This is an optimization exercise on Yosys and OpenROAD, whose aim is small area, a short achievable clock period and few clock cycles per item, not a production implementation. Where RTL was checked, it was by simulation tests only, not by an equivalence proof against the original. No functional check of the RTL was part of run 5. No activity file was given, so power comes from the tool's default toggle rates.

## flow/config.mk

```make
export PLATFORM = sky130hd
export DESIGN_NAME = color_key_corner_search
export DESIGN_NICKNAME = color_key_corner_search
export VERILOG_FILES = /design/flow/design.v
export SDC_FILE = /design/flow/constraint.sdc
export NUM_CORES = 4
export LEC_CHECK = 0
export CAP_MARGIN = 20
export CORE_MARGIN = 2
export CORE_UTILIZATION = 40
export SETUP_SLACK_MARGIN = 4.5
export SLEW_MARGIN = 20
```

## flow/constraint.sdc

```tcl
create_clock -name core_clock -period 7.5 [get_ports {clk}]
set_input_delay 1.5000 -clock core_clock [delete_from_list [all_inputs] [get_ports {clk}]]
set_output_delay 1.5000 -clock core_clock [all_outputs]
set_load 0.01 [all_outputs]
```

## flow/design.v

```verilog
`timescale 1ns / 1ps
`default_nettype none
package ckcs_pkg;
	localparam int unsigned LUMA_W    = 8;
	localparam int unsigned CHROMA_W  = 8;
	localparam int unsigned ROW_W     = 9;
	localparam int unsigned COL_W     = 10;
	localparam int unsigned THR_W     = 10;
	localparam int unsigned KEY_W     = 24;
	localparam int unsigned CFG_IDX_W = 3;
	localparam int unsigned CFG_DAT_W = 24;
	localparam int unsigned IN_BITS    = 4 * LUMA_W + ROW_W + COL_W;
	localparam int unsigned IN_TDATA_W = ((IN_BITS + 7) / 8) * 8;
	localparam int unsigned OUT_BITS    = 2 * (ROW_W + COL_W);
	localparam int unsigned OUT_TDATA_W = ((OUT_BITS + 7) / 8) * 8;
	typedef enum logic [CFG_IDX_W-1:0] {
		CFG_LEFT_X      = 3'd0,
		CFG_LEFT_Y      = 3'd1,
		CFG_RIGHT_X     = 3'd2,
		CFG_RIGHT_Y     = 3'd3,
		CFG_LEFT_KEY    = 3'd4,
		CFG_RIGHT_KEY   = 3'd5,
		CFG_THRESHOLD   = 3'd6
	} cfg_index_t;
	localparam logic [KEY_W-1:0] KEY_RESET = 24'hFF8080;
	localparam logic [THR_W-1:0] THR_RESET = 10'd15;
	typedef struct packed {
		logic             frame_end;
		logic [COL_W-1:0] pair_column;
		logic [ROW_W-1:0] pixel_row;
		logic [7:0]       chroma_red;
		logic [7:0]       luma_second;
		logic [7:0]       chroma_blue;
		logic [7:0]       luma_first;
	} pixel_pair_t;
	typedef struct packed {
		logic [ROW_W-1:0] row;
		logic [COL_W-1:0] col;
	} corner_t;
	function automatic logic [7:0] abs_diff(input logic [7:0] a, input logic [7:0] b);
		abs_diff = (a > b) ? (a - b) : (b - a);
	endfunction
	function automatic logic [THR_W-1:0] color_dist(input logic [7:0] y, input logic [7:0] u,
			input logic [7:0] v, input logic [KEY_W-1:0] key);
		color_dist = THR_W'(abs_diff(key[23:16], y)) + THR_W'(abs_diff(key[15:8], u))
			+ THR_W'(abs_diff(key[7:0], v));
	endfunction
endpackage
`default_nettype wire
`timescale 1ns / 1ps
`default_nettype none
module color_key_corner_search #(
	parameter int unsigned FRAME_WIDTH  = 640,
	parameter int unsigned FRAME_HEIGHT = 480,
	parameter int unsigned RADIUS       = 25
) (
	input  wire logic                                clk,
	input  wire logic                                arst_n,
	input  wire logic                                s_axis_tvalid,
	output logic                                     s_axis_tready,
	input  wire logic [ckcs_pkg::IN_TDATA_W-1:0]     s_axis_tdata,
	input  wire logic                                s_axis_tlast,
	output logic                                     m_axis_tvalid,
	input  wire logic                                m_axis_tready,
	output logic [ckcs_pkg::OUT_TDATA_W-1:0]         m_axis_tdata,
	input  wire logic                                cfg_wen,
	input  wire logic [ckcs_pkg::CFG_IDX_W-1:0]      cfg_addr,
	input  wire logic [ckcs_pkg::CFG_DAT_W-1:0]      cfg_wdata
);
	localparam logic [10:0] RAD = 11'(RADIUS);
	logic        cw_q;          
	logic [2:0]  cw_addr_q;
	logic [9:0]  cw_data_q;
	logic [10:0] w_c, w_hi;
	logic [9:0]  w_lo;
	always_comb begin
		w_c  = cw_addr_q[0] ? 11'(cw_data_q[8:0]) : 11'(cw_data_q);
		w_lo = 10'((w_c > RAD) ? ((w_c - RAD) >> 1) : 11'd0);
		if (cw_addr_q[0]) begin
			w_hi = (w_c + RAD <= 11'(FRAME_HEIGHT)) ? (w_c + RAD - 11'd1) : 11'(FRAME_HEIGHT - 1);
		end else begin
			w_hi = (w_c + RAD <= 11'(FRAME_WIDTH)) ? (w_c + RAD - 11'd1) : 11'(FRAME_WIDTH - 1);
		end
	end
	always_ff @(posedge clk) begin
		cw_addr_q <= cfg_addr;
		cw_data_q <= cfg_wdata[9:0];
	end
	logic [8:0]  l_sxh, r_sxh;      
	logic [9:0]  l_exm1, r_exm1;    
	logic [7:0]  l_syh, r_syh;      
	logic [8:0]  l_eym1, r_eym1;    
	logic [23:0] l_nkey, r_nkey;    
	logic [10:0] nthr;              
	always_ff @(posedge clk or negedge arst_n) begin
		if (!arst_n) begin
			l_sxh  <= '0;
			l_exm1 <= 10'(RADIUS - 1);
			l_syh  <= '0;
			l_eym1 <= 9'(RADIUS - 1);
			r_sxh  <= '0;
			r_exm1 <= 10'(RADIUS - 1);
			r_syh  <= '0;
			r_eym1 <= 9'(RADIUS - 1);
			l_nkey <= ~ckcs_pkg::KEY_RESET;
			r_nkey <= ~ckcs_pkg::KEY_RESET;
			nthr   <= 11'd1024 - 11'(ckcs_pkg::THR_RESET);
		end else begin
			if (cw_q && !cw_addr_q[2]) begin
				case (cw_addr_q[1:0])
					2'd0: begin l_sxh <= w_lo[8:0]; l_exm1 <= w_hi[9:0]; end
					2'd1: begin l_syh <= w_lo[7:0]; l_eym1 <= w_hi[8:0]; end
					2'd2: begin r_sxh <= w_lo[8:0]; r_exm1 <= w_hi[9:0]; end
					default: begin r_syh <= w_lo[7:0]; r_eym1 <= w_hi[8:0]; end
				endcase
			end
			if (cfg_wen) begin
				case (cfg_addr)
					3'd4: l_nkey <= ~cfg_wdata[23:0];
					3'd5: r_nkey <= ~cfg_wdata[23:0];
					3'd6: nthr   <= 11'd1024 - 11'(cfg_wdata[9:0]);
					default: ;
				endcase
			end
		end
	end
	function automatic logic gtc(input logic [12:0] a, input logic [12:0] b, input logic ci);
		logic g;
		g = ci;
		for (int i = 0; i < 13; i++) begin
			g = (a[i] != b[i]) ? a[i] : g;
		end
		gtc = g;
	endfunction
	logic [8:0] i_row, i_ch;
	assign i_row = s_axis_tdata[40:32];
	assign i_ch  = s_axis_tdata[50:42];
	function automatic logic [8:0] kdiff(input logic [7:0] x, input logic [7:0] nk);
		logic [8:0] t;
		t     = 9'(x) + 9'(nk);
		kdiff = {t[8], t[7:0] ^ {8{~t[8]}}};
	endfunction
	logic        tready_q, v1_q, v2_q, in_frame_q, res_valid_q;
	logic        last1_q, lin1_q, rin1_q;
	logic [8:0]  row1_q, ch1_q;
	logic [8:0]  ly0_q, ly1_q, lu_q, lv_q, ry0_q, ry1_q, ru_q, rv_q;
	always_ff @(posedge clk) begin
		ly0_q   <= kdiff(s_axis_tdata[7:0],   l_nkey[23:16]);
		ly1_q   <= kdiff(s_axis_tdata[23:16], l_nkey[23:16]);
		lu_q    <= kdiff(s_axis_tdata[15:8],  l_nkey[15:8]);
		lv_q    <= kdiff(s_axis_tdata[31:24], l_nkey[7:0]);
		ry0_q   <= kdiff(s_axis_tdata[7:0],   r_nkey[23:16]);
		ry1_q   <= kdiff(s_axis_tdata[23:16], r_nkey[23:16]);
		ru_q    <= kdiff(s_axis_tdata[15:8],  r_nkey[15:8]);
		rv_q    <= kdiff(s_axis_tdata[31:24], r_nkey[7:0]);
		row1_q  <= i_row;
		ch1_q   <= i_ch;
		last1_q <= s_axis_tlast;
		lin1_q  <= !gtc(13'(l_syh), 13'(i_row[8:1]), 1'b0) && !gtc(13'(i_row), 13'(l_eym1), 1'b0)
			&& !gtc(13'(l_sxh), 13'(i_ch), 1'b0) && !gtc(13'(i_ch), 13'(l_exm1[9:1]), 1'b0);
		rin1_q  <= !gtc(13'(r_syh), 13'(i_row[8:1]), 1'b0) && !gtc(13'(i_row), 13'(r_eym1), 1'b0)
			&& !gtc(13'(r_sxh), 13'(i_ch), 1'b0) && !gtc(13'(i_ch), 13'(r_exm1[9:1]), 1'b0);
	end
	function automatic logic kmatch(input logic [8:0] dy, input logic [9:0] s1,
			input logic [9:0] k1, input logic dv_c, input logic nt_hi);
		logic [9:0]  y, s2;
		logic [10:0] k2;
		logic [9:0]  nk2;
		logic        co;
		y  = {2'b00, dy[7:0]};
		s2 = s1 ^ k1 ^ y;
		k2 = {(s1 & k1) | (s1 & y) | (k1 & y), dv_c};
		nk2 = ~k2[9:0];
		co = gtc(13'(s2), 13'(nk2), dy[8]);
		kmatch = ~(k2[10] ^ nt_hi ^ co);
	endfunction
	logic [9:0] l_a, l_b, l_s1, l_k1, r_a, r_b, r_s1, r_k1;
	logic [1:0] lm, rm;
	logic       last2_q, lin2_q, rin2_q;
	logic [1:0] lm2_q, rm2_q;
	logic       lhit2, lb2, rhit2, rb2;
	logic [8:0] row2_q, ch2_q;
	logic [10:0] ql2_q, qr2_q;    
	always_comb begin
		l_a  = {2'b00, lu_q[7:0]};
		l_b  = {2'b00, lv_q[7:0]};
		l_s1 = l_a ^ l_b ^ nthr[9:0];
		l_k1 = {(l_a & l_b) | (l_a & nthr[9:0]) | (l_b & nthr[9:0]), lu_q[8]};
		r_a  = {2'b00, ru_q[7:0]};
		r_b  = {2'b00, rv_q[7:0]};
		r_s1 = r_a ^ r_b ^ nthr[9:0];
		r_k1 = {(r_a & r_b) | (r_a & nthr[9:0]) | (r_b & nthr[9:0]), ru_q[8]};
		lm[0] = kmatch(ly0_q, l_s1, l_k1[9:0], lv_q[8], nthr[10]);
		lm[1] = kmatch(ly1_q, l_s1, l_k1[9:0], lv_q[8], nthr[10]);
		rm[0] = kmatch(ry0_q, r_s1, r_k1[9:0], rv_q[8], nthr[10]);
		rm[1] = kmatch(ry1_q, r_s1, r_k1[9:0], rv_q[8], nthr[10]);
	end
	always_ff @(posedge clk) begin
		row2_q  <= row1_q;
		ch2_q   <= ch1_q;
		ql2_q   <= 11'(row1_q) - 11'({ch1_q, 1'b0}) - 11'd1;
		qr2_q   <= 11'(row1_q) + 11'({ch1_q, 1'b0});
		last2_q <= last1_q;
		lin2_q  <= lin1_q;
		rin2_q  <= rin1_q;
		lm2_q   <= lm;
		rm2_q   <= rm;
	end
	logic [8:0]  lb_row, rb_row;
	logic [9:0]  lb_col, rb_col;
	logic        l_upd, r_upd, load;
	function automatic logic nonneg3(input logic [12:0] a, input logic [12:0] b,
			input logic [12:0] c, input logic e0, input logic e1);
		logic [12:0] s1, k1;
		logic [11:0] nk1;
		logic        co;
		s1 = a ^ b ^ c;
		k1 = {((a[11:0] & b[11:0]) | (a[11:0] & c[11:0]) | (b[11:0] & c[11:0])), e0};
		nk1 = ~k1[11:0];
		co = gtc(13'(s1[11:0]), 13'(nk1), e1);
		nonneg3 = ~(s1[12] ^ k1[12] ^ co);
	endfunction
	always_comb begin
		lhit2 = lin2_q && (lm2_q[0] || lm2_q[1]);
		lb2 = !lm2_q[0];
		rhit2 = rin2_q && (rm2_q[0] || rm2_q[1]);
		rb2 = rm2_q[1];
		l_upd = v2_q && lhit2 && nonneg3({{2{ql2_q[10]}}, ql2_q}, {3'd0, lb_col}, ~{4'd0, lb_row},
			!lb2, 1'b0);
		r_upd = v2_q && rhit2 && nonneg3({2'd0, qr2_q}, ~{3'd0, rb_col}, ~{4'd0, rb_row},
			rb2, 1'b1);
		load  = !v2_q && !in_frame_q && !res_valid_q;
	end
	always_ff @(posedge clk) begin
		if (load) begin
			lb_row <= {l_syh, 1'b0};
			lb_col <= l_exm1;
			rb_row <= {r_syh, 1'b0};
			rb_col <= {r_sxh, 1'b0};
		end else begin
			if (l_upd) begin
				lb_row <= row2_q;
				lb_col <= {ch2_q, lb2};
			end
			if (r_upd) begin
				rb_row <= row2_q;
				rb_col <= {ch2_q, rb2};
			end
		end
	end
	always_ff @(posedge clk or negedge arst_n) begin
		if (!arst_n) begin
			tready_q    <= 1'b1;
			cw_q        <= 1'b0;
			v1_q        <= 1'b0;
			v2_q        <= 1'b0;
			in_frame_q  <= 1'b0;
			res_valid_q <= 1'b0;
		end else begin
			cw_q <= cfg_wen;
			v1_q <= s_axis_tvalid && tready_q;
			v2_q <= v1_q;
			if (cfg_wen || (s_axis_tvalid && tready_q && s_axis_tlast)) begin
				tready_q <= 1'b0;
			end else if ((res_valid_q && m_axis_tready) || cw_q) begin
				tready_q <= 1'b1;
			end
			if (v2_q) begin
				in_frame_q <= !last2_q;
			end
			if (v2_q && last2_q) begin
				res_valid_q <= 1'b1;
			end else if (m_axis_tready) begin
				res_valid_q <= 1'b0;
			end
		end
	end
	assign s_axis_tready = tready_q;
	assign m_axis_tvalid = res_valid_q;
	assign m_axis_tdata  = {2'b00, rb_row, rb_col, lb_row, lb_col};
endmodule
`default_nettype wire
```

## flow/flow/run.sh

```bash
#!/bin/bash
# Standard layout, with the port buffers made from buf_1 cells.
cp standard.sh standard_sh.txt
export BUFFER_PORTS_ARGS="-buffer_cell sky130_fd_sc_hd__buf_1"
bash standard.sh > standard.log 2>&1
```

## flow/standard.sh

```bash
#!/bin/bash
# synth_recipe.tcl (not shown) runs the flow's synth.tcl, then flattens the netlist and writes it again
# the make line also repeats each setting of config.mk as NAME=value (left out here)
make -C /OpenROAD-flow-scripts/flow DESIGN_CONFIG=/design/flow/config.mk WORK_HOME=/design/flow/orfs CLKGATE_MAP_FILE= SYNTH_SCRIPT=/design/flow/synth_recipe.tcl "${@:-finish}"
```

==> flow_summary_export.csv, run 1 <==
group,metric,value,unit
routing,route.detailed.drc,0,
timing,period_share,0.406,
floorplanning,die_area,45800,sq um
floorplanning,dieHeight,214,um
logic_synthesis,yosysSeqAreaShare,0.431,
clocking,cts_inserted_buffers,38,
routing,vias_per_cell,5.11,
finish,antenna_cells,0,
setup_path,crit_chain,"fa_1 -> inv_2 -> fa_1 -> nor2b_1 -> o221a_2 -> a221oi_2 -> or4_1 -> a211oi_2 -> maj3_2 -> xnor2_2",
floorplanning,die_x,214,um
routing,vias,12700,
flow_run,maxCapViolCount,0,
setup_path,cp-start-kind,"flip-flop",
global_routing,grt_pass1_wl,68500,um
finish,fillerInstances,4077,
logic_synthesis,synth_xor_area_frac,0.0774,
routing,drt_wl_total,43000,um
routing,ant_nets,0,
routing,first_pass_iters,5,
timing,slew_viol_final,0,
logic_synthesis,yosys.area_share.simple,0.105,
logic_synthesis,yosysUniqueCellTypes,83,
timing,slew_headroom,0.267,
timing,setup_viol,0,
clocking,clock_latency,0.56,ns
setup_path,max_stage_delay,0.54,ns
clocking,clkSinkCount,326,
logic_synthesis,synthFlopType,"dfxtp_1",
clocking,root_buffer,"clkbuf_16",
setup_path,crit_top_cell,"fa_1",
global_routing,grt.met1_usage,0.262,
power,powerDensity,390,nW/um^2
logic_synthesis,synthesis.area,17700,sq um
setup_path,crit_required,7.94,ns
placement,dp_hpwl,33400,um
global_routing,grt_use_met3,0.0338,
logic_synthesis,synth_top_family_by_area,"compound AO/OA/AOI/OAI gates",
finish,areaGrowthSynthToFinish,17.3,%
timing,hold_ws,0.312,ns
logic_synthesis,yosysTopAreaCellShare,0.176,
global_routing,grt_max_degree,78,
setup_path,cp.arrival,3.49,ns
global_routing,top_usage_layer,"met2",
power,ir_drop,219,uV
logic_synthesis,synth_area_leader_cell,"dfxtp_1",
placement,port_buffers,122,
min_path,hold_path.class,"flip-flop to flip-flop",
finish,drive_above_1_share,0.147,
routing,first_iter_violations,773,
placement,gp_congestion,0.858,
setup_path,cp_slowest_cell,"fa_1",
clocking,cts_tree,"done",
timing,tightestPinTransition,1.10,ns
timing,hold_viol,0,
floorplanning,rows,76,
floorplanning,io_pins,131,
setup_path,critPathMaxFanout,3,
floorplanning,fp.coreArea,43400,sq um
global_routing,use_met2,0.300,
outcome,status,"no timing/DRC/antenna violations",
clocking,clockBufferDepth,3,
logic_synthesis,synth_area_per_cell,10.2,sq um
logic_synthesis,synth_edf_count,35,
global_routing,grt.overflow.total,0,
floorplanning,start_util,0.407,
logic_synthesis,synth_mux_area_frac,0.00942,
logic_synthesis,ys_ff_latch,326,
logic_synthesis,yosys_warnings,1,
setup_path,crit_type,"flip-flop to flip-flop",
logic_synthesis,async_flop_share,0.417,
global_routing,grtUsageTotal,0.188,
logic_synthesis,synthAdderAreaFrac,0.167,
global_routing,grt_antenna_before_repair,0,
logic_synthesis,synthCells,1730,
finish,nets,2120,
logic_synthesis,ys_top_cells_by_area,"dfxtp_1 18%, dfrtp_1 13%, fa_1 8.6%, dfstp_2 6.5%, ha_1 6.3%",
timing,clock.fmax,0.329,GHz
clocking,htree_levels,2,
routing,wl_per_cell,17.3,um
timing,skew,0.0186,ns
setup_path,crit_path_end_kind,"flip-flop",
logic_synthesis,synth_compound_area_frac,0.168,
timing,tns,0,ns
power,leakage,0.00870,uW
clocking,clkTransAtPathRegs,0.06,ns
timing,rsz0062_at_grt,"yes",
timing,period_needed,3.04,ns
global_routing,grt_pass1_vias,12700,
## metal layers
metal  part of all wire  routed length, um
met5                  0                  0
met1               0.48              20500
met4              0.025               1090
met2               0.45              19500
met3              0.046               1960
## layout by cell type (no fill, tap or decap), types with 13 or more instances in the layout
master	Yosys	routed
nand2_1	184	183
dfxtp_1	155	154
inv_1	136	132
xnor2_1	123	120
o21ai_0	120	112
buf_1	3	110
dfrtp_1	92	92
ha_1	89	80
nor2_1	70	70
a21oi_1	82	64
fa_1	76	62
dfstp_2	44	44
clkbuf_16	0	42
o21ai_1	36	38
edfxtp_1	35	35
xor2_1	33	33
a22o_1	30	30
a21o_1	29	29
nand2b_1	25	25
o21bai_1	22	21
nor3_1	22	20
nor2b_1	20	20
buf_4	2	19
maj3_2	9	18
a31oi_1	18	18
a21oi_2	0	16
o22ai_1	16	16
fa_2	0	14
nand3_1	14	13
a211oi_1	15	13
## cells by family after synthesis
kind of cell / count (synthesis)
DFF: 326
xor gates and xnor gates: 156
adders and majority gates: 195
other: 1
buffers and inverters: 188
and+or+nand+nor: 394
muxes: 15
AOI/OAI and AO/OA: 455
## Yosys cell counts, types with 5 or more instances
| cell type | number |
|---|---|
| o22ai_1 | 16 |
| a211o_1 | 9 |
| nand2b_1 | 25 |
| nor3_1 | 22 |
| fa_1 | 76 |
| dfxtp_1 | 155 |
| a31oi_1 | 18 |
| dfrtp_1 | 92 |
| nand3_1 | 14 |
| a22o_1 | 30 |
| inv_1 | 136 |
| edfxtp_1 | 35 |
| and3_1 | 5 |
| xor2_1 | 33 |
| maj3_1 | 21 |
| a31o_2 | 8 |
| maj3_2 | 9 |
| nor4_1 | 7 |
| a221oi_1 | 5 |
| mux2_2 | 12 |
| nor3b_1 | 11 |
| o21ai_0 | 120 |
| a21oi_1 | 82 |
| o21ai_1 | 36 |
| buf_2 | 8 |
| ha_1 | 89 |
| nor2_1 | 70 |
| a22oi_1 | 7 |
| dfstp_2 | 44 |
| clkbuf_1 | 36 |
| o21bai_1 | 22 |
| nand3b_1 | 11 |
| nor2b_1 | 20 |
| nand2_1 | 184 |
| a211oi_1 | 15 |
| xnor2_1 | 123 |
| a21o_1 | 29 |
## where the power goes
group | switching, uW | internal, uW
clock | 759 | 1190
sequential | 334 | 2250
combinational | 1890 | 1650
## through the flow
step           instance area, sq um  cells  total power, uW  utilization  worst slack, ns
6_report                      20700   2481             8070        0.478             4.46
5_1_grt                       20700   2481             8660        0.478             4.39
4_1_cts                       20400   2468             7940        0.471             4.43
3_5_place_dp                  19000   2394             5840        0.437             3.70
3_3_place_gp                  19000   2394             5740        0.437             3.71
2_1_floorplan                 17900   1731             5000            -             4.35
## registers in the layout, indices dropped and copies added (netlist names), 10 cells and up
signal and count:
rb_col 10, lb_col 10, qr2_q 11, l_exm1 10, l_nkey 24, r_nkey 24, nthr 11, ql2_q 11
cw_data_q 10
## worst max-delay path, delay by kind of cell, from the launching register on
family / cells / cell delay [ns]
fa+ha+maj: 3 / 1.29
compound gates: 3 / 0.47
simple gates: 2 / 0.56
flops: 1 / 0.39
buf+inv: 1 / 0.06
xor+xnor: 1 / 0.15
## timing repair
action,CTS,global route
hold buffers,0,0
resized for setup,28,36
cloned,0,2
setup endpoints to repair,25,62
buffers inserted,4,10
pin swaps,21,29
## worst paths after layout
path,startpoint,endpoint,slack [ns],cells after the start
max in group asynchronous,arst_n,r_exm1[3],5.37,3
worst min register to register,rin1_q,rin2_q,0.31,0
worst min-delay path,rin1_q,rin2_q,0.31,0
min in group asynchronous,arst_n,r_nkey[21],0.99,1
worst max register to register,nthr[0],rm2_q[1],4.46,10
worst max-delay path,nthr[0],rm2_q[1],4.46,10
## area by class of cell
| cell class | instances | area [sq um] | share of cell area |
|---|---|---|---|
| multi-input combinational | 1217 | 9780 | 0.473 |
| sequential | 326 | 7610 | 0.368 |
| clock buffer | 54 | 1150 | 0.0558 |
| tap | 585 | 732 | 0.0353 |
| timing repair buffer | 146 | 717 | 0.0346 |
| inverter | 137 | 514 | 0.0248 |
| clock inverter | 16 | 191 | 0.00924 |
Testbench counts, summed over its fixed seeds: cycles 2,457,656, items 2,457,600.
==> run 2: changes to the inputs <==
--- a/flow/design.v
+++ b/flow/design.v
@@ -171,7 +171,7 @@
 		s2 = s1 ^ k1 ^ y;
 		k2 = {(s1 & k1) | (s1 & y) | (k1 & y), dv_c};
 		nk2 = ~k2[9:0];
-		co = gtc(13'(s2), 13'(nk2), dy[8]);
+		co = {s2, dy[8]} > {nk2, 1'b0};
 		kmatch = ~(k2[10] ^ nt_hi ^ co);
 	endfunction
 	logic [9:0] l_a, l_b, l_s1, l_k1, r_a, r_b, r_s1, r_k1;
--- a/flow/config.mk
+++ b/flow/config.mk
@@ -8,5 +8,5 @@
 export CAP_MARGIN = 20
 export CORE_MARGIN = 2
 export CORE_UTILIZATION = 40
-export SETUP_SLACK_MARGIN = 4.5
+export SETUP_SLACK_MARGIN = 4.7
 export SLEW_MARGIN = 20
==> flow_summary_export.csv, run 2 <==
group,metric,value,unit
logic_synthesis,synthCells,1788,
floorplanning,dieHeight,217,um
global_routing,grt_antenna_before_repair,1,
clocking,htree_levels,2,
timing,clock.fmax,0.340,GHz
routing,vias,13100,
min_path,hold_path.class,"flip-flop to flip-flop",
finish,mostFrequentLayoutCells,"173 x inv_1, 166 x nand2_1, 154 x dfxtp_1",
logic_synthesis,synth_area_per_cell,10.2,sq um
clocking,cts_inserted_buffers,38,
routing,first_pass_iters,5,
logic_synthesis,ys_top_cells_by_area,"dfxtp_1 17%, dfrtp_1 13%, ha_1 8.9%, fa_1 8.4%, dfstp_2 6.4%",
timing,slew_headroom,0.320,
power,ir_drop,198,uV
placement,dp_hpwl,35400,um
timing,tightestPinTransition,1.02,ns
setup_path,crit_path_end_kind,"flip-flop",
floorplanning,rows,78,
setup_path,critPathMaxFanout,3,
clocking,root_buffer,"clkbuf_16",
global_routing,grt_pass1_vias,13600,
logic_synthesis,synth_area_leader_cell,"dfxtp_1",
floorplanning,io_pins,131,
logic_synthesis,synth.most_common_cell,"inv_1",
timing,period_needed,2.94,ns
finish,design_area,21700,sq um
timing,hold_viol,0,
timing,slew_viol_final,0,
routing,vias_per_cell,5.08,
routing,first_iter_violations,723,
setup_path,crit_type,"flip-flop to flip-flop",
timing,skew,0.0220,ns
logic_synthesis,yosysSeqAreaShare,0.418,
placement,gp_congestion,0.908,
logic_synthesis,synth_edf_count,35,
logic_synthesis,ys_top_cells_by_count,"180 x inv_1, 167 x nand2_1, 155 x dfxtp_1, 130 x ha_1, 116 x o21ai_0",
timing,period_share,0.392,
floorplanning,start_util,0.403,
floorplanning,fp.coreArea,45200,sq um
floorplanning,die_area,47200,sq um
placement,place_area,19600,sq um
routing,ant_nets,0,
finish,fillerInstances,4150,
logic_synthesis,yosysUniqueCellTypes,83,
clocking,clock_latency,0.56,ns
routing,wl_per_cell,17.8,um
power,leakage,0.00941,uW
logic_synthesis,ys_ff_latch,326,
global_routing,grt_pass1_wl,73300,um
finish,antenna_cells,0,
finish,drive_above_1_share,0.165,
routing,drt_wl_total,46100,um
timing,tns,0,ns
finish,areaGrowthSynthToFinish,19.2,%
floorplanning,die_x,217,um
power,powerDensity,394,nW/um^2
finish,top_regs,"l_nkey (24), r_nkey (24)",
timing,rsz0062_at_grt,"yes",
outcome,status,"no timing/DRC/antenna violations",
logic_synthesis,yosysTopAreaCellShare,0.170,
logic_synthesis,yosys_warnings,1,
clocking,cts_tree,"done",
finish,nets,2252,
placement,port_buffers,122,
setup_path,cp-start-kind,"flip-flop",
setup_path,cp.arrival,3.39,ns
logic_synthesis,synthesis.area,18200,sq um
clocking,clockBufferDepth,3,
setup_path,crit_required,7.95,ns
finish,final_common_cell,"inv_1",
global_routing,grt.overflow.total,0,
flow_run,maxCapViolCount,0,
logic_synthesis,synthFlopType,"dfxtp_1",
global_routing,grt_max_degree,55,
clocking,clkTransAtPathRegs,0.06,ns
logic_synthesis,async_flop_share,0.417,
clocking,clkSinkCount,326,
global_routing,grtUsageTotal,0.199,
routing,route.detailed.drc,0,
timing,setup_viol,0,
run 2: cell count changes in the layout (fill, tap and decap cells not counted), sizes merged, moves of 17 or more:
cell   before  now
buf       137  160
inv       139  183
o21ai     158  141
nand2     184  167
ha         89  130
run 2: where the power goes:
| group | switching, uW | internal (uW) |
|---|---|---|
| combinational | 2140 | 1930 |
| clock | 767 | 1150 |
| sequential | 327 | 2250 |
run 2: worst max-delay path, cell delays in order, from the launching register on:
cell and delay [ns]:
dfrtp_2 0.43, fa_2 0.52, fa_1 0.59, ha_4 0.21, nor2b_1 0.13, o21a_1 0.16, o21a_1 0.17, o21a_1 0.18
o21ai_2 0.12, a21oi_2 0.09, xnor2_2 0.25
run 2: cell families after synthesis:
family                   after synthesis  share of synthesized area
AO/OA/AOI/OAI                        420                      0.151
XOR/XNOR                             151                     0.0727
adder cells (fa/ha/maj)              231                      0.187
buffers and inverters                221                     0.0472
flip-flops                           326                      0.418
multiplexers                          25                     0.0145
other                                  1                   0.000206
AND/OR/NAND/NOR                      413                      0.109
run 2: area by class of cell:
cell class | instances | area, sq um | area share
multi-input cells | 1246 | 10400 | 0.480
flip-flops and latches | 326 | 7610 | 0.351
clock inverters | 20 | 211 | 0.00975
inverters | 180 | 678 | 0.0313
repair buffers | 165 | 917 | 0.0423
clock buffers | 49 | 1100 | 0.0505
well taps | 600 | 751 | 0.0346
run 2: repair_timing:
action                                  4_1_cts  5_1_grt
setup buffers                                24       12
gates cloned                                  3        1
resized for setup                            58       56
endpoints found under the setup margin      138      170
pin swaps                                    51       47
hold buffers                                  0        0
run 2: final timing paths:
check | from | depth (start not counted) | slack, ns | to
min in group asynchronous | arst_n | 1 | 1.07 | r_syh[5]
min reg2reg | last1_q | 0 | 0.33 | last2_q
max in group asynchronous | arst_n | 2 | 5.13 | nthr[1]
max | nthr[1] | 10 | 4.56 | rm2_q[0]
min | last1_q | 0 | 0.33 | last2_q
max reg2reg | nthr[1] | 10 | 4.56 | rm2_q[0]
run 2: layer usage:
| metal | share of wire | GRT usage | up-vias |
|---|---|---|---|
| met5 | 0.00022 | 0 | - |
| met4 | 0.025 | 0.0612 | 2 |
| met3 | 0.051 | 0.0375 | 68 |
| met2 | 0.44 | 0.315 | 279 |
| met1 | 0.48 | 0.277 | 6316 |
| li1 | - | - | 6484 |
run 2: stage by stage:
| step | hold slack [ns] | cells | setup slack (ns) | total power (uW) | utilization |
|---|---|---|---|---|---|
| after floorplan | 0.310 | 1789 | 4.41 | 5250 | - |
| after global placement | 0.312 | 2477 | 3.73 | 6160 | 0.434 |
| after detailed placement | 0.313 | 2477 | 3.74 | 6250 | 0.434 |
| after CTS | 0.325 | 2573 | 4.57 | 8430 | 0.472 |
| after global routing | 0.337 | 2586 | 4.50 | 9290 | 0.480 |
| final | 0.326 | 2586 | 4.56 | 8550 | 0.480 |
Testbench counts of run 2, summed over its fixed seeds: cycles 2,457,656, items 2,457,600.
==> run 3: changes to the inputs <==
--- a/flow/config.mk
+++ b/flow/config.mk
@@ -8,5 +8,5 @@
 export CAP_MARGIN = 20
 export CORE_MARGIN = 2
 export CORE_UTILIZATION = 40
-export SETUP_SLACK_MARGIN = 4.7
+export SETUP_SLACK_MARGIN = 4.6
 export SLEW_MARGIN = 20
==> flow_summary_export.csv, run 3 <==
group,metric,value,unit
finish,stdcell_count,2573,
timing,tns,0,ns
min_path,min_to,"rin2_q",
min_path,min_path_cells,0,
timing,slew_headroom,0.290,
logic_synthesis,yosysSeqAreaShare,0.418,
global_routing,grt_antenna_before_repair,3,
timing,tightestPinTransition,1.06,ns
setup_path,crit_path_end_kind,"flip-flop",
finish,drive_above_1_share,0.145,
setup_path,reg2reg_slack,4.54,ns
logic_synthesis,yosys_warnings,1,
floorplanning,start_util,0.403,
floorplanning,die_area,47200,sq um
power,powerDensity,398,nW/um^2
finish,nets,2235,
clocking,clock_latency,0.58,ns
floorplanning,fp.coreArea,45200,sq um
floorplanning,io_pins,131,
clocking,root_buffer,"clkbuf_16",
floorplanning,die_x,217,um
logic_synthesis,synthCells,1788,
routing,first_pass_iters,6,
floorplanning,dieHeight,217,um
logic_synthesis,synthesis.area,18200,sq um
placement,port_buffers,122,
finish,fillerInstances,4264,
timing,period_needed,2.96,ns
clocking,cts_inserted_buffers,39,
setup_path,cp.arrival,3.42,ns
logic_synthesis,ys_ff_latch,326,
setup_path,crit_type,"flip-flop to flip-flop",
timing,skew,0.0261,ns
finish,areaGrowthSynthToFinish,17.1,%
power,leakage,0.00921,uW
setup_path,cp-start-kind,"flip-flop",
routing,wl_per_cell,17.8,um
min_path,hold_start,"rin1_q",
logic_synthesis,yosysTopAreaCellShare,0.170,
clocking,clkSinkCount,326,
floorplanning,rows,78,
logic_synthesis,async_flop_share,0.417,
min_path,hold_path.class,"flip-flop to flip-flop",
timing,slew_viol_final,0,
placement,dp_hpwl,35200,um
finish,mostFrequentLayoutCells,"173 x inv_1, 167 x nand2_1, 153 x dfxtp_1",
logic_synthesis,synth_area_leader_cell,"dfxtp_1",
setup_path,reg2reg_to,"lm2_q[1]",
routing,vias,13200,
global_routing,grtUsageTotal,0.199,
power,ir_drop,230,uV
setup_path,critPathMaxFanout,3,
placement,gp_congestion,0.903,
global_routing,grt.overflow.total,0,
clocking,clockBufferDepth,3,
clocking,clkTransAtPathRegs,0.06,ns
routing,vias_per_cell,5.12,
finish,final_common_cell,"inv_1",
global_routing,grt_max_degree,55,
flow_run,maxCapViolCount,0,
logic_synthesis,ys_top_cells_by_area,"dfxtp_1 17%, dfrtp_1 13%, ha_1 8.9%, fa_1 8.4%, dfstp_2 6.4%",
timing,clock.fmax,0.338,GHz
logic_synthesis,synth_edf_count,35,
setup_path,reg2reg_from,"nthr[1]",
setup_path,r2r_cells,10,
routing,ant_nets,0,
logic_synthesis,synthFlopType,"dfxtp_1",
logic_synthesis,synth.most_common_cell,"inv_1",
routing,first_iter_violations,786,
outcome,status,"no timing/DRC/antenna violations",
finish,top_regs,"l_nkey (24), r_nkey (24)",
timing,hold_viol,0,
timing,rsz0062_at_grt,"yes",
placement,dp_cells,2477,
clocking,cts_tree,"done",
timing,setup_viol,0,
clocking,htree_levels,2,
routing,route.detailed.drc,0,
logic_synthesis,synth_area_per_cell,10.2,sq um
timing,period_share,0.395,
global_routing,grt_pass1_vias,13400,
routing,drt_wl_total,45900,um
global_routing,grt_pass1_wl,73200,um
setup_path,crit_required,7.96,ns
logic_synthesis,yosysUniqueCellTypes,83,
logic_synthesis,ys_top_cells_by_count,"180 x inv_1, 167 x nand2_1, 155 x dfxtp_1, 130 x ha_1, 116 x o21ai_0",
clocking,ctsHoldBuffers,0,
-- run 3: cell counts after synthesis --
No cell type changed its count.
-- run 3: worst max-delay path by stage --
stage | startpoint | endpoint | slack, ns
after floorplan | s_axis_tdata[24] | rv_q[7] | 4.41
after global placement | s_axis_tdata[34] | lin1_q | 3.75
after detailed placement | s_axis_tdata[34] | lin1_q | 3.74
after CTS | nthr[1] | rm2_q[1] | 4.55
after global routing | nthr[1] | lm2_q[1] | 4.48
final | nthr[1] | lm2_q[1] | 4.54
-- run 3: final cells by class --
class	count	area (sq um)	share of cell area
Multi-Input combinational cell	1243	10300	0.482
Sequential cell	326	7620	0.357
Clock buffer	56	1100	0.0516
Timing Repair Buffer	150	752	0.0353
Tap cell	600	751	0.0352
Inverter	180	676	0.0317
Clock inverter	16	151	0.00710
Antenna cell	2	5.00	0.000235
-- run 3: power breakdown --
part           leakage [uW]  switching, uW  internal (uW)  total [uW]
registers           0.00325            326           2250        2570
logic               0.00535           2170           1900        4070
clock network      0.000617            771           1070        1840
-- run 3: repair_timing --
action,4_1_cts,5_1_grt
endpoints found under the setup margin,72,128
gates resized for setup,25,46
hold endpoints to repair,0,0
cloned,0,1
buffers inserted,11,10
pin swaps,27,27
-- run 3: cell families (layout without fill, tap and decap cells) --
group | Yosys count | count (layout) | share of synthesized area
mux | 25 | 25 | 0.0145
flops | 326 | 326 | 0.418
other cells | 1 | 4 | 0.000206
simple gates | 413 | 414 | 0.109
buf+inv | 221 | 402 | 0.0472
compound gates | 420 | 420 | 0.151
fa+ha+maj | 231 | 231 | 0.187
xor+xnor | 151 | 151 | 0.0727
-- run 3: per-layer routing --
| metal | track usage | vias to the layer above | wire, um |
|---|---|---|---|
| li1 | - | 6457 | - |
| met1 | 0.277 | 6402 | 22100 |
| met2 | 0.318 | 245 | 20800 |
| met3 | 0.0337 | 58 | 2040 |
| met4 | 0.0582 | 4 | 932 |
| met5 | 0 | - | 23 |
-- run 3: metrics by stage --
stage | hold slack, ns | setup WS (ns) | power, uW | util | area, sq um
2_1_floorplan | 0.310 | 4.41 | 5240 | - | 18500
3_3_place_gp | 0.316 | 3.75 | 6150 | 0.434 | 19600
3_5_place_dp | 0.315 | 3.74 | 6270 | 0.434 | 19600
4_1_cts | 0.344 | 4.55 | 8310 | 0.466 | 21000
5_1_grt | 0.348 | 4.48 | 9210 | 0.472 | 21300
6_report | 0.338 | 4.54 | 8480 | 0.472 | 21300
-- run 3: worst max-delay path, cell delays in order, from the launching register on --
cell,delay (ns)
dfrtp_2,0.43
fa_2,0.61
fa_1,0.42
ha_1,0.31
nor2b_1,0.14
o21a_1,0.16
o21a_1,0.16
o21a_1,0.17
o21ai_2,0.12
a21oi_2,0.08
xnor2_1,0.25
==> run 4: changes to the inputs <==
--- a/flow/config.mk
+++ b/flow/config.mk
@@ -8,5 +8,5 @@
 export CAP_MARGIN = 20
 export CORE_MARGIN = 2
 export CORE_UTILIZATION = 40
-export SETUP_SLACK_MARGIN = 4.6
+export SETUP_SLACK_MARGIN = 4.5
 export SLEW_MARGIN = 20
==> flow_summary_export.csv, run 4 <==
group,metric,value,unit
outcome,status,"no timing/DRC/antenna violations",
floorplanning,die_area,47200,sq um
setup_path,reg2reg_slack,4.60,ns
logic_synthesis,synth.most_common_cell,"inv_1",
finish,drive_above_1_share,0.126,
timing,period_needed,2.93,ns
routing,first_iter_violations,667,
logic_synthesis,synth_compound_area_frac,0.151,
routing,vias_per_cell,5.11,
global_routing,grt_pass1_wl,71600,um
routing,wl_per_cell,17.6,um
timing,skew,0.0229,ns
global_routing,grt.met1_usage,0.273,
timing,setup_viol,0,
floorplanning,rows,78,
global_routing,use_met2,0.311,
timing,slew_headroom,0.296,
flow_run,maxCapViolCount,0,
setup_path,cp_slowest_cell,"a2111oi_4",
logic_synthesis,synth_top_family_by_area,"adder cells",
floorplanning,fp.coreArea,45200,sq um
setup_path,crit_type,"input port to flip-flop",
timing,clock.fmax,0.341,GHz
timing,tightestPinTransition,1.05,ns
setup_path,r2r_cells,10,
finish,areaGrowthSynthToFinish,15.8,%
setup_path,crit_family,"adder cells",
setup_path,crit_path_end_kind,"flip-flop",
logic_synthesis,yosysUniqueCellTypes,83,
logic_synthesis,synth_area_leader_cell,"dfxtp_1",
logic_synthesis,synthesis.area,18200,sq um
routing,drt_wl_total,45000,um
logic_synthesis,async_flop_share,0.417,
setup_path,reg2reg_to,"lb_row[0]",
logic_synthesis,synth_mux_area_frac,0.0145,
routing,route.detailed.drc,0,
logic_synthesis,ys_ff_latch,326,
min_path,min_to,"lin2_q",
finish,final_util,0.466,
clocking,cts_inserted_buffers,38,
power,leakage,0.00913,uW
global_routing,grtUsageTotal,0.194,
clocking,clkTransAtPathRegs,0.06,ns
min_path,hold_path.class,"flip-flop to flip-flop",
setup_path,crit_top_cell,"maj3_2",
clocking,clock_latency,0.55,ns
routing,first_pass_iters,5,
timing,period_share,0.391,
setup_path,cp.arrival,3.36,ns
logic_synthesis,yosysSeqAreaShare,0.418,
logic_synthesis,synth_edf_count,35,
finish,final_common_cell,"inv_1",
routing,vias,13100,
min_path,min_path_cells,0,
setup_path,max_stage_delay,0.39,ns
global_routing,grt.overflow.total,0,
power,powerDensity,387,nW/um^2
placement,port_buffers,122,
clocking,clkSinkCount,326,
logic_synthesis,synth_area_per_cell,10.2,sq um
power,ir_drop,205,uV
logic_synthesis,yosysTopAreaCellShare,0.170,
global_routing,grt_pass1_vias,13200,
placement,gp_congestion,0.924,
clocking,htree_levels,2,
timing,tns,0,ns
global_routing,grt_max_degree,81,
setup_path,worstSetupPathDepth,7,
clocking,cts_tree,"done",
logic_synthesis,yosys_warnings,1,
clocking,clockBufferDepth,3,
global_routing,grt_antenna_before_repair,4,
setup_path,crit_chain,"buf_1 -> inv_2 -> maj3_2 -> maj3_1 -> maj3_2 -> o2111a_1 -> a2111oi_4",
setup_path,cp-start-kind,"input port",
setup_path,crit_required,7.93,ns
floorplanning,dieHeight,217,um
logic_synthesis,yosys.area_share.simple,0.109,
setup_path,path_buf_inv,2,
timing,hold_viol,0,
floorplanning,die_x,217,um
setup_path,reg2reg_from,"lb_col[0]",
global_routing,top_usage_layer,"met2",
floorplanning,io_pins,131,
global_routing,grt_use_met3,0.0342,
finish,top_regs,"l_nkey (24), r_nkey (24)",
placement,dp_hpwl,35200,um
timing,rsz0062_at_grt,"no",
logic_synthesis,ys_top_cells_by_count,"180 x inv_1, 167 x nand2_1, 155 x dfxtp_1, 130 x ha_1, 116 x o21ai_0",
logic_synthesis,synthCells,1788,
logic_synthesis,synthFlopType,"dfxtp_1",
clocking,root_buffer,"clkbuf_16",
min_path,hold_start,"lin1_q",
setup_path,critPathMaxFanout,4,
timing,slew_viol_final,0,
finish,mostFrequentLayoutCells,"176 x inv_1, 167 x nand2_1, 155 x dfxtp_1",
logic_synthesis,synth_xor_area_frac,0.0727,
logic_synthesis,synthAdderAreaFrac,0.187,
floorplanning,start_util,0.403,
logic_synthesis,ys_top_cells_by_area,"dfxtp_1 17%, dfrtp_1 13%, ha_1 8.9%, fa_1 8.4%, dfstp_2 6.4%",
routing,ant_nets,0,
finish,nets,2224,
-- run 4: cell types whose count changed in the layout (fill, tap and decap cells not counted), moves of 4 or more --
| cell | delta |
|---|---|
| a21oi_1 | +4 |
| a21oi_2 | -4 |
| buf_1 | +5 |
| buf_4 | -13 |
| clkbuf_8 | -4 |
| ha_1 | +4 |
| ha_4 | -4 |
-- run 4: timing repair --
item	4_1_cts	5_1_grt
gates resized for setup	20	26
pin swaps	5	19
hold buffers	0	0
setup buffers	7	3
setup endpoints to repair	83	102
cloned	3	0
-- run 4: final cells by class --
cell class	count	area [sq um]
Multi-Input combinational cell	1245	10200
Antenna cell	1	2.50
Fill cell	4282	24100
Clock buffer	51	1060
Timing Repair Buffer	138	629
Sequential cell	326	7610
Tap cell	600	751
Inverter	180	676
Clock inverter	19	169
-- run 4: how the worst max path moves through the flow --
stage | startpoint | end | slack [ns]
floorplan | s_axis_tdata[24] | rv_q[7] | 4.41
CTS | lb_col[0] | lb_row[0] | 4.51
finish | s_axis_tdata[43] | lin1_q | 4.57
detailed placement | s_axis_tdata[34] | lin1_q | 3.74
global route | s_axis_tdata[8] | lu_q[7] | 4.49
global placement | s_axis_tdata[34] | lin1_q | 3.75
-- run 4: layer usage --
layer,up-vias,routed length (um),part of all wire
met5,-,41,0.00091
met4,6,712,0.016
met3,60,2280,0.051
met2,249,20300,0.45
met1,6331,21600,0.48
li1,6424,-,-
-- run 4: kinds of logic after synthesis --
family	after synthesis
compound gates	420
xor+xnor	151
fa+ha+maj	231
buf+inv	221
flops	326
mux	25
other cells	1
simple gates	413
-- run 4: metrics by stage --
| stage | instance area (sq um) | setup WS (ns) | std cells | hold slack, ns | power, uW |
|---|---|---|---|---|---|
| after floorplan | 18500 | 4.41 | 1789 | 0.310 | 5240 |
| after global placement | 19600 | 3.75 | 2476 | 0.317 | 6130 |
| after detailed placement | 19600 | 3.74 | 2476 | 0.317 | 6220 |
| after CTS | 20900 | 4.51 | 2556 | 0.333 | 8130 |
| after global routing | 21100 | 4.49 | 2560 | 0.344 | 8870 |
| final | 21100 | 4.57 | 2560 | 0.331 | 8150 |
-- run 4: where the power goes --
part	switching (uW)	internal [uW]
sequential	324	2250
combinational	2030	1740
clock	742	1070
total	3090	5060
==> run 5: changes to the inputs <==
--- a/flow/design.v
+++ b/flow/design.v
@@ -124,14 +124,6 @@
 			end
 		end
 	end
-	function automatic logic gtc(input logic [12:0] a, input logic [12:0] b, input logic ci);
-		logic g;
-		g = ci;
-		for (int i = 0; i < 13; i++) begin
-			g = (a[i] != b[i]) ? a[i] : g;
-		end
-		gtc = g;
-	endfunction
 	logic [8:0] i_row, i_ch;
 	assign i_row = s_axis_tdata[40:32];
 	assign i_ch  = s_axis_tdata[50:42];
@@ -156,31 +148,26 @@
 		row1_q  <= i_row;
 		ch1_q   <= i_ch;
 		last1_q <= s_axis_tlast;
-		lin1_q  <= !gtc(13'(l_syh), 13'(i_row[8:1]), 1'b0) && !gtc(13'(i_row), 13'(l_eym1), 1'b0)
-			&& !gtc(13'(l_sxh), 13'(i_ch), 1'b0) && !gtc(13'(i_ch), 13'(l_exm1[9:1]), 1'b0);
-		rin1_q  <= !gtc(13'(r_syh), 13'(i_row[8:1]), 1'b0) && !gtc(13'(i_row), 13'(r_eym1), 1'b0)
-			&& !gtc(13'(r_sxh), 13'(i_ch), 1'b0) && !gtc(13'(i_ch), 13'(r_exm1[9:1]), 1'b0);
+		lin1_q  <= (i_row[8:1] >= l_syh) && (i_row <= l_eym1) && (i_ch >= l_sxh) && (i_ch <= l_exm1[9:1]);
+		rin1_q  <= (i_row[8:1] >= r_syh) && (i_row <= r_eym1) && (i_ch >= r_sxh) && (i_ch <= r_exm1[9:1]);
 	end
 	function automatic logic kmatch(input logic [8:0] dy, input logic [9:0] s1,
 			input logic [9:0] k1, input logic dv_c, input logic nt_hi);
 		logic [9:0]  y, s2;
 		logic [10:0] k2;
-		logic [9:0]  nk2;
 		logic        co;
 		y  = {2'b00, dy[7:0]};
 		s2 = s1 ^ k1 ^ y;
 		k2 = {(s1 & k1) | (s1 & y) | (k1 & y), dv_c};
-		nk2 = ~k2[9:0];
-		co = {s2, dy[8]} > {nk2, 1'b0};
+		co = {s2, dy[8]} > {~k2[9:0], 1'b0};
 		kmatch = ~(k2[10] ^ nt_hi ^ co);
 	endfunction
 	logic [9:0] l_a, l_b, l_s1, l_k1, r_a, r_b, r_s1, r_k1;
 	logic [1:0] lm, rm;
-	logic       last2_q, lin2_q, rin2_q;
-	logic [1:0] lm2_q, rm2_q;
-	logic       lhit2, lb2, rhit2, rb2;
+	logic       last2_q, lhit2_q, lb2_q, rhit2_q, rb2_q, lblk2_q;
 	logic [8:0] row2_q, ch2_q;
-	logic [10:0] ql2_q, qr2_q;    
+	logic signed [10:0] cs2l_q;
+	logic [10:0] cs2r_q;
 	always_comb begin
 		l_a  = {2'b00, lu_q[7:0]};
 		l_b  = {2'b00, lv_q[7:0]};
@@ -198,38 +185,41 @@
 	always_ff @(posedge clk) begin
 		row2_q  <= row1_q;
 		ch2_q   <= ch1_q;
-		ql2_q   <= 11'(row1_q) - 11'({ch1_q, 1'b0}) - 11'd1;
-		qr2_q   <= 11'(row1_q) + 11'({ch1_q, 1'b0});
 		last2_q <= last1_q;
-		lin2_q  <= lin1_q;
-		rin2_q  <= rin1_q;
-		lm2_q   <= lm;
-		rm2_q   <= rm;
+		lhit2_q <= lin1_q && (lm[0] || lm[1]);
+		lb2_q   <= !lm[0];
+		rhit2_q <= rin1_q && (rm[0] || rm[1]);
+		rb2_q   <= rm[1];
+		lblk2_q <= !lm[0] && !l_exm1[0] && (ch1_q == l_exm1[9:1]) && (row1_q[8:1] == l_syh);
+		cs2l_q  <= 11'(row1_q) - 11'({ch1_q, 1'b0}) - 11'd1;
+		cs2r_q  <= 11'(row1_q) + 11'({ch1_q, 1'b0});
 	end
 	logic [8:0]  lb_row, rb_row;
 	logic [9:0]  lb_col, rb_col;
 	logic        l_upd, r_upd, load;
-	function automatic logic nonneg3(input logic [12:0] a, input logic [12:0] b,
-			input logic [12:0] c, input logic e0, input logic e1);
-		logic [12:0] s1, k1;
-		logic [11:0] nk1;
-		logic        co;
-		s1 = a ^ b ^ c;
-		k1 = {((a[11:0] & b[11:0]) | (a[11:0] & c[11:0]) | (b[11:0] & c[11:0])), e0};
-		nk1 = ~k1[11:0];
-		co = gtc(13'(s1[11:0]), 13'(nk1), e1);
-		nonneg3 = ~(s1[12] ^ k1[12] ^ co);
-	endfunction
+	logic        l_fresh, r_fresh;      
+	logic signed [10:0] l_score;        
+	logic [10:0] r_score;               
 	always_comb begin
-		lhit2 = lin2_q && (lm2_q[0] || lm2_q[1]);
-		lb2 = !lm2_q[0];
-		rhit2 = rin2_q && (rm2_q[0] || rm2_q[1]);
-		rb2 = rm2_q[1];
-		l_upd = v2_q && lhit2 && nonneg3({{2{ql2_q[10]}}, ql2_q}, {3'd0, lb_col}, ~{4'd0, lb_row},
-			!lb2, 1'b0);
-		r_upd = v2_q && rhit2 && nonneg3({2'd0, qr2_q}, ~{3'd0, rb_col}, ~{4'd0, rb_row},
-			rb2, 1'b1);
+		l_upd = v2_q && lhit2_q && (l_fresh ? !lblk2_q
+			: ($signed({cs2l_q, !lb2_q}) > $signed({l_score, 1'b0})));
+		r_upd = v2_q && rhit2_q && (r_fresh || ({cs2r_q, rb2_q} > {r_score, 1'b0}));
 		load  = !v2_q && !in_frame_q && !res_valid_q;
+	end
+	always_ff @(posedge clk) begin
+		if (load) begin
+			l_fresh <= 1'b1;
+			r_fresh <= 1'b1;
+		end else begin
+			if (l_upd) begin
+				l_fresh <= 1'b0;
+				l_score <= cs2l_q + 11'(!lb2_q);
+			end
+			if (r_upd) begin
+				r_fresh <= 1'b0;
+				r_score <= cs2r_q + 11'(rb2_q);
+			end
+		end
 	end
 	always_ff @(posedge clk) begin
 		if (load) begin
@@ -240,11 +230,11 @@
 		end else begin
 			if (l_upd) begin
 				lb_row <= row2_q;
-				lb_col <= {ch2_q, lb2};
+				lb_col <= {ch2_q, lb2_q};
 			end
 			if (r_upd) begin
 				rb_row <= row2_q;
-				rb_col <= {ch2_q, rb2};
+				rb_col <= {ch2_q, rb2_q};
 			end
 		end
 	end
==> flow/run.sh (new file) <==
#!/bin/bash
# synth_recipe.tcl (not shown) runs the flow's synth.tcl, then flattens the netlist and writes it again
# the make line also repeats each setting of config.mk as NAME=value (left out here)
make -C /OpenROAD-flow-scripts/flow DESIGN_CONFIG=/design/flow/config.mk WORK_HOME=/design/flow/orfs CLKGATE_MAP_FILE= SYNTH_SCRIPT=/design/flow/synth_recipe.tcl finish
removed: flow/flow/run.sh
removed: flow/standard.sh
==> flow_summary_export.csv, run 5 <==
group,metric,value,unit
flow_run,maxCapViolCount,0,
global_routing,grt_antenna_before_repair,2,
routing,vias,14500,
floorplanning,start_util,0.403,
finish,fillerInstances,4612,
clocking,clockBufferDepth,3,
global_routing,grt_pass1_vias,14600,
setup_path,crit_chain,"buf_12 -> fa_2 -> fa_1 -> ha_1 -> o21ai_0 -> a21oi_1 -> o41ai_2 -> a221oi_2 -> buf_4 -> nand3b_1 -> and3b_1",
routing,drt_wl_total,51100,um
finish,mostFrequentLayoutCells,"202 x ha_1, 197 x inv_1, 165 x nand2_1",
clocking,htree_levels,2,
setup_path,path_buf_inv,2,
clocking,clkSinkCount,349,
floorplanning,die_area,52100,sq um
routing,ant_nets,0,
routing,route.detailed.drc,0,
logic_synthesis,yosysSeqAreaShare,0.413,
logic_synthesis,synth_area_leader_cell,"dfxtp_1",
finish,top_regs,"l_nkey (24), r_nkey (24)",
finish,antenna_cells,0,
setup_path,crit_path_end_kind,"flip-flop",
clocking,cts_tree,"done",
floorplanning,die_x,228,um
finish,nets,2478,
finish,drive_above_1_share,0.127,
setup_path,crit_family,"adder cells",
logic_synthesis,synth_area_per_cell,10.2,sq um
timing,skew,0.0607,ns
timing,rsz0062_at_grt,"yes",
timing,slew_headroom,0.357,
setup_path,crit_type,"flip-flop to flip-flop",
routing,first_pass_iters,7,
logic_synthesis,ys_top_cells_by_count,"221 x ha_1, 203 x inv_1, 165 x nand2_1, 156 x dfxtp_1, 143 x o21ai_0",
global_routing,grt_max_degree,72,
logic_synthesis,synth.most_common_cell,"ha_1",
clocking,cts_inserted_buffers,42,
setup_path,cp.arrival,3.61,ns
global_routing,grt_pass1_wl,79100,um
setup_path,cp_slowest_cell,"dfstp_2",
timing,tightestPinTransition,0.962,ns
timing,period_share,0.424,
logic_synthesis,ys_top_cells_by_area,"dfxtp_1 16%, ha_1 14%, dfrtp_1 11%, edfxtp_1 8.5%, fa_1 5.8%",
setup_path,max_stage_delay,0.56,ns
routing,first_iter_violations,818,
timing,setup_viol,0,
placement,port_buffers,122,
logic_synthesis,yosysTopAreaCellShare,0.155,
logic_synthesis,synthCells,1968,
timing,tns,0,ns
floorplanning,fp.coreArea,49900,sq um
clocking,clock_latency,0.60,ns
global_routing,grtUsageTotal,0.192,
setup_path,crit_required,7.93,ns
logic_synthesis,ys_ff_latch,349,
finish,design_area,24200,sq um
logic_synthesis,synthesis.area,20100,sq um
logic_synthesis,yosysUniqueCellTypes,85,
timing,hold_viol,0,
setup_path,cp-start-kind,"flip-flop",
timing,clock.fmax,0.315,GHz
power,total_power,8920,uW
power,leakage,0.0108,uW
logic_synthesis,yosys_warnings,1,
routing,vias_per_cell,5.14,
outcome,status,"no timing/DRC/antenna violations",
setup_path,reg2reg_slack,4.32,ns
routing,wl_per_cell,18.1,um
logic_synthesis,synth_edf_count,57,
logic_synthesis,synthFlopType,"dfxtp_1",
floorplanning,dieHeight,228,um
timing,period_needed,3.18,ns
finish,final_common_cell,"ha_1",
placement,dp_hpwl,38700,um
timing,slew_viol_final,0,
min_path,hold_path.class,"flip-flop to flip-flop",
placement,place_area,22100,sq um
floorplanning,io_pins,131,
placement,gp_congestion,0.866,
power,powerDensity,368,nW/um^2
finish,areaGrowthSynthToFinish,20.6,%
floorplanning,rows,82,
setup_path,critPathMaxFanout,2,
clocking,ctsHoldBuffers,0,
clocking,clkTransAtPathRegs,0.06,ns
clocking,root_buffer,"clkbuf_16",
power,ir_drop,236,uV
global_routing,grt.overflow.total,0,
logic_synthesis,async_flop_share,0.390,
run 5: cell types whose count changed after synthesis, moves of 18 or more:
cell | before | now
a21oi_1 | 91 | 67
a31oi_1 | 6 | 26
edfxtp_1 | 35 | 57
fa_1 | 76 | 58
ha_1 | 130 | 221
inv_1 | 180 | 203
maj3_1 | 19 | 0
nor2b_1 | 29 | 11
o21ai_0 | 116 | 143
run 5: final cells by class:
| cell class | count | area (sq um) | share of cell area |
|---|---|---|---|
| multi-input combinational | 1364 | 11300 | 0.466 |
| tap | 672 | 841 | 0.0347 |
| timing repair buffer | 150 | 1560 | 0.0642 |
| sequential | 349 | 8300 | 0.342 |
| clock buffer | 53 | 1170 | 0.0485 |
| inverter | 203 | 762 | 0.0314 |
| clock inverter | 25 | 305 | 0.0126 |
run 5: through the flow:
| step | util | setup WS (ns) | cells | hold slack, ns |
|---|---|---|---|---|
| floorplan | - | 4.50 | 1969 | 0.310 |
| global placement | 0.444 | 3.21 | 2714 | 0.318 |
| detailed placement | 0.444 | 3.13 | 2714 | 0.315 |
| CTS | 0.478 | 4.34 | 2804 | 0.329 |
| global route | 0.486 | 4.24 | 2816 | 0.337 |
| finish | 0.486 | 4.32 | 2816 | 0.328 |
run 5: logic make-up (layout without fill, tap and decap cells):
logic type,count (synthesis),in the layout,share of synthesized area
AOI/OAI and AO/OA,455,456,0.150
xor gates and xnor gates,183,183,0.0807
adders and majority gates,279,279,0.195
buffers and inverters,258,431,0.0502
DFF,349,349,0.413
muxes,21,21,0.0110
other,1,2,0.000187
and+or+nand+nor,422,423,0.100
run 5: report_power, final:
group | total, uW | internal [uW] | switching (uW)
Sequential | 2730 | 2400 | 325
Combinational | 4050 | 1890 | 2160
Clock | 2140 | 1270 | 867
Total | 8920 | 5560 | 3360
run 5: path summary, 6_finish.rpt:
check,depth (start not counted),to,from
setup / recovery,11,lhit2_q,nthr[5]
hold / removal,0,last2_q,last1_q
setup reg to reg,11,lhit2_q,nthr[5]
hold reg to reg,0,last2_q,last1_q
max in group asynchronous,2,nthr[2],arst_n
min in group asynchronous,1,r_sxh[4],arst_n
run 5: what timing repair did:
action / CTS / global route
resized for setup: 49 / 65
pin swaps: 23 / 37
cloned: 0 / 2
setup endpoints to repair: 83 / 83
buffers inserted: 12 / 10
run 5: layer usage:
| layer | vias to the layer above | share of wire | GRT usage |
|---|---|---|---|
| met5 | - | 0.00045 | 0 |
| met4 | 4 | 0.026 | 0.0613 |
| met3 | 74 | 0.039 | 0.0291 |
| met2 | 294 | 0.47 | 0.323 |
| met1 | 6961 | 0.47 | 0.255 |
| li1 | 7138 | - | - |

afterwards: timing with drivers on the ports:
Ports are ideal in the flow. The routed layouts listed here were re-timed in OpenROAD. Step 1, drivers: a clkbuf_16 drives clk and a buf_2 each remaining input, both assumed. Step 2 adds t to the input delays and takes it off the output delays; t is the mean of the earliest and latest rising clock arrival at the registers after step 1. Input paths then give back, and output paths get back, about the clock's delay inside the block. a / b / c = ideal / step 1 / step 2; a / b = the first two.
run | t (ns) | setup WS [ns] | worst hold slack (ns) | slew at the worst register clock pin (ns) | pins driven straight from the clock port
run 1 | 0.602 | 4.456 / 4.456 / 3.951 | 0.312 / 0.312 / 0.312 | 0.06 / 0.06 | 1
run 2 | 0.601 | 4.563 / 4.563 / 4.084 | 0.326 / 0.326 / 0.326 | 0.06 / 0.06 | 1
run 3 | 0.615 | 4.540 / 4.540 / 4.000 | 0.338 / 0.338 / 0.338 | 0.06 / 0.06 | 1
run 4 | 0.593 | 4.566 / 4.563 / 3.970 | 0.331 / 0.331 / 0.331 | 0.06 / 0.06 | 1
run 5 | 0.627 | 4.321 / 4.321 / 3.939 | 0.328 / 0.328 / 0.328 | 0.06 / 0.06 | 1
After both steps setup and hold are still met in every run listed. For run 4, which loses most, drivers alone change the setup slack by -0.003 ns; drivers and shift together by -0.596 ns.
